What follows belongs to an exercise in optimizing a design on an open flow for small area, a short achievable clock period and few clock cycles; a production flow would make more cautious choices. The RTL was checked by simulation tests, not by an equivalence proof against the original design.

## screlu_output_dot_product_core
module screlu_output_dot_product_core #(
    parameter int QA_LIMIT    = scrod_pkg::QA_LIMIT_DEF,
    parameter int QB_SCALE    = scrod_pkg::QB_SCALE_DEF,
    parameter int OUT_SCALE   = scrod_pkg::OUT_SCALE_DEF,
    parameter int NUM_BUCKETS = scrod_pkg::NUM_BUCKETS_DEF
) (
    input  logic                                clk,
    input  logic                                rst_n,
    input  logic                                push,
    output logic                                full,
    input  logic signed [scrod_pkg::ACT_W-1:0]  activation,
    input  logic signed [scrod_pkg::WGT_W-1:0]  weight,
    input  logic [scrod_pkg::BKT_W-1:0]         bucket,
    input  logic                                last,
    output logic                                empty,
    input  logic                                pop,
    output logic signed [scrod_pkg::EVAL_W-1:0] eval,
    input  logic                                cfg_we,
    input  logic [scrod_pkg::CFG_IDX_W-1:0]     cfg_index,
    input  logic [scrod_pkg::CFG_DAT_W-1:0]     cfg_data
);
export LEC_CHECK = 0
export ABC_AREA = 1
export CAP_MARGIN = 20
export CORE_MARGIN = 2
export CORE_UTILIZATION = 40
export SETUP_SLACK_MARGIN = 5.0
export SLEW_MARGIN = 20
create_clock -name core_clock -period 8.5 [get_ports {clk}]
standard.sh (not shown) runs the stock make flow with config.mk's settings and CLKGATE_MAP_FILE= SYNTH_SCRIPT=/design/flow/synth_recipe.tcl, a recipe that flattens the netlist after the stock synthesis.
==> flow/flow/run.sh <==
#!/bin/bash
# Layout flow: the standard flow (standard synthesis, floorplan, placement, CTS,
# routing, finish) unchanged, except that the port buffers are sky130_fd_sc_hd__buf_2
# cells instead of the flow's default choice. Every port still gets its buffer.
set -euo pipefail
export BUFFER_PORTS_ARGS="-buffer_cell sky130_fd_sc_hd__buf_2"
bash standard.sh finish > standard_flow.log 2>&1
Testbench counts at the start, summed over its fixed seeds: cycles 37,149.
Change:
==> flow/run.sh (new file) <==
#!/bin/bash
# synth_recipe.tcl (not shown) runs the flow's synth.tcl, then flattens the netlist and writes it again
# the make line also repeats each setting of config.mk as NAME=value (left out here)
make -C /OpenROAD-flow-scripts/flow DESIGN_CONFIG=/design/flow/config.mk WORK_HOME=/design/flow/orfs CLKGATE_MAP_FILE= SYNTH_SCRIPT=/design/flow/synth_recipe.tcl finish
- SETUP_SLACK_MARGIN: 5.0 -> 4.9
removed: flow/flow/run.sh
removed: flow/standard.sh
Effect:
- via count is about the same
- routed wire length hardly moves
- cell area climbs by 1.5%
- critical path depth increases by 5
- final cell count is about the same
- setup slack loses 0.21 ns
- non-clock buffer count is unchanged
- global-route usage goes up by 0.11 points
Change:
- CTS_CLUSTER_DIAMETER: default -> 100
- CTS_CLUSTER_SIZE: default -> 30
- SETUP_SLACK_MARGIN: 4.9 -> 5.0
The new run passed the timing, DRC and antenna checks.
Final cell count is lower by 1.6%.
Routed wire length is lower by 1.3%.
Global-route usage is lower by 0.48 points.


Another version of the RTL of screlu_output_dot_product_core (not shown whole).
Size in the first run: about 3600 cells after synthesis, ~660 flip-flops, about 100 I/O pins, roughly 37000 sq um of cells after synthesis.
export LEC_CHECK = 0
export ABC_AREA = 1
export CAP_MARGIN = 20
export CORE_MARGIN = 2
export CORE_UTILIZATION = 55
export CTS_CLUSTER_DIAMETER = 90
export CTS_CLUSTER_SIZE = 25
export SETUP_SLACK_MARGIN = 5.0
export SLEW_MARGIN = 20
create_clock -name core_clock -period 8.5 [get_ports {clk}]
==> flow/flow/run.sh <==
#!/bin/bash
# Layout flow: the standard flow (standard synthesis, floorplan, placement, CTS,
# routing, finish) run whole through standard.sh, with two changes to how the layout
# is made: the port buffers are sky130_fd_sc_hd__buf_2 cells instead of the flow's
# default choice (every port still gets its buffer), and timing repair aims for a
# setup slack margin of SETUP_MARGIN ns. The clock period and constraints are the standard flow's.
set -euo pipefail
SETUP_MARGIN=5.3
export BUFFER_PORTS_ARGS="-buffer_cell sky130_fd_sc_hd__buf_2"
bash standard.sh SETUP_SLACK_MARGIN=$SETUP_MARGIN finish > standard_flow.log 2>&1
Testbench counts at the start, summed over its fixed seeds: cycles 37,149.
Then changed:
--- a/flow/flow/run.sh
+++ b/flow/flow/run.sh
@@ -7,3 +7,3 @@
 set -euo pipefail
-SETUP_MARGIN=5.3
+SETUP_MARGIN=5.5
 export BUFFER_PORTS_ARGS="-buffer_cell sky130_fd_sc_hd__buf_2"
Settings changed: CORE_UTILIZATION 55 to 40.
After rerunning:
- The changed run passed the timing, DRC and antenna checks
- setup slack got worse by 0.021 ns
- flip-flop and latch count does not change
- non-clock buffer count rose by 60
- cell area rose by 4.9%
- fmax fell by about 0.7%
- synthesized area is unchanged
- first-iteration DRC count fell by about 30%
- clock skew stays flat

-- re-timing with driven ports --
The flow's constraints put no driver on any port. The routed layouts listed below were extracted and timed again, unchanged, in two steps. Step 1, drivers: a clkbuf_16 drives clk and a buf_2 each remaining input, both assumed. Step 2 moves the port delays by t, midway between the first and last clock arrival at a register: inputs arrive t later, outputs are due t later. That takes back most of the time a late clock gives input paths. a / b / c = ideal ports / drivers / drivers and shift; a / b = the first two.
| run | t (ns) | slack for setup (ns) | cell pins on the clock port's net |
|---|---|---|---|
| the first run of note 1 | 0.696 | 5.224 / 5.228 / 4.574 | 1 |
| the second run of note 1 | 0.701 | 5.014 / 5.054 / 4.353 | 1 |
| the third run of note 1 | 0.718 | 5.103 / 5.036 / 4.455 | 1 |
| the first run of note 2 | 0.651 | 5.375 / 5.375 / 4.890 | 1 |
| the second run of note 2 | 0.675 | 5.354 / 5.354 / 4.961 | 1 |
After both steps setup and hold are still met in every run listed. The setup slack of the second run of note 1, which loses most, moves by +0.040 ns with the drivers and by -0.661 ns with both steps.
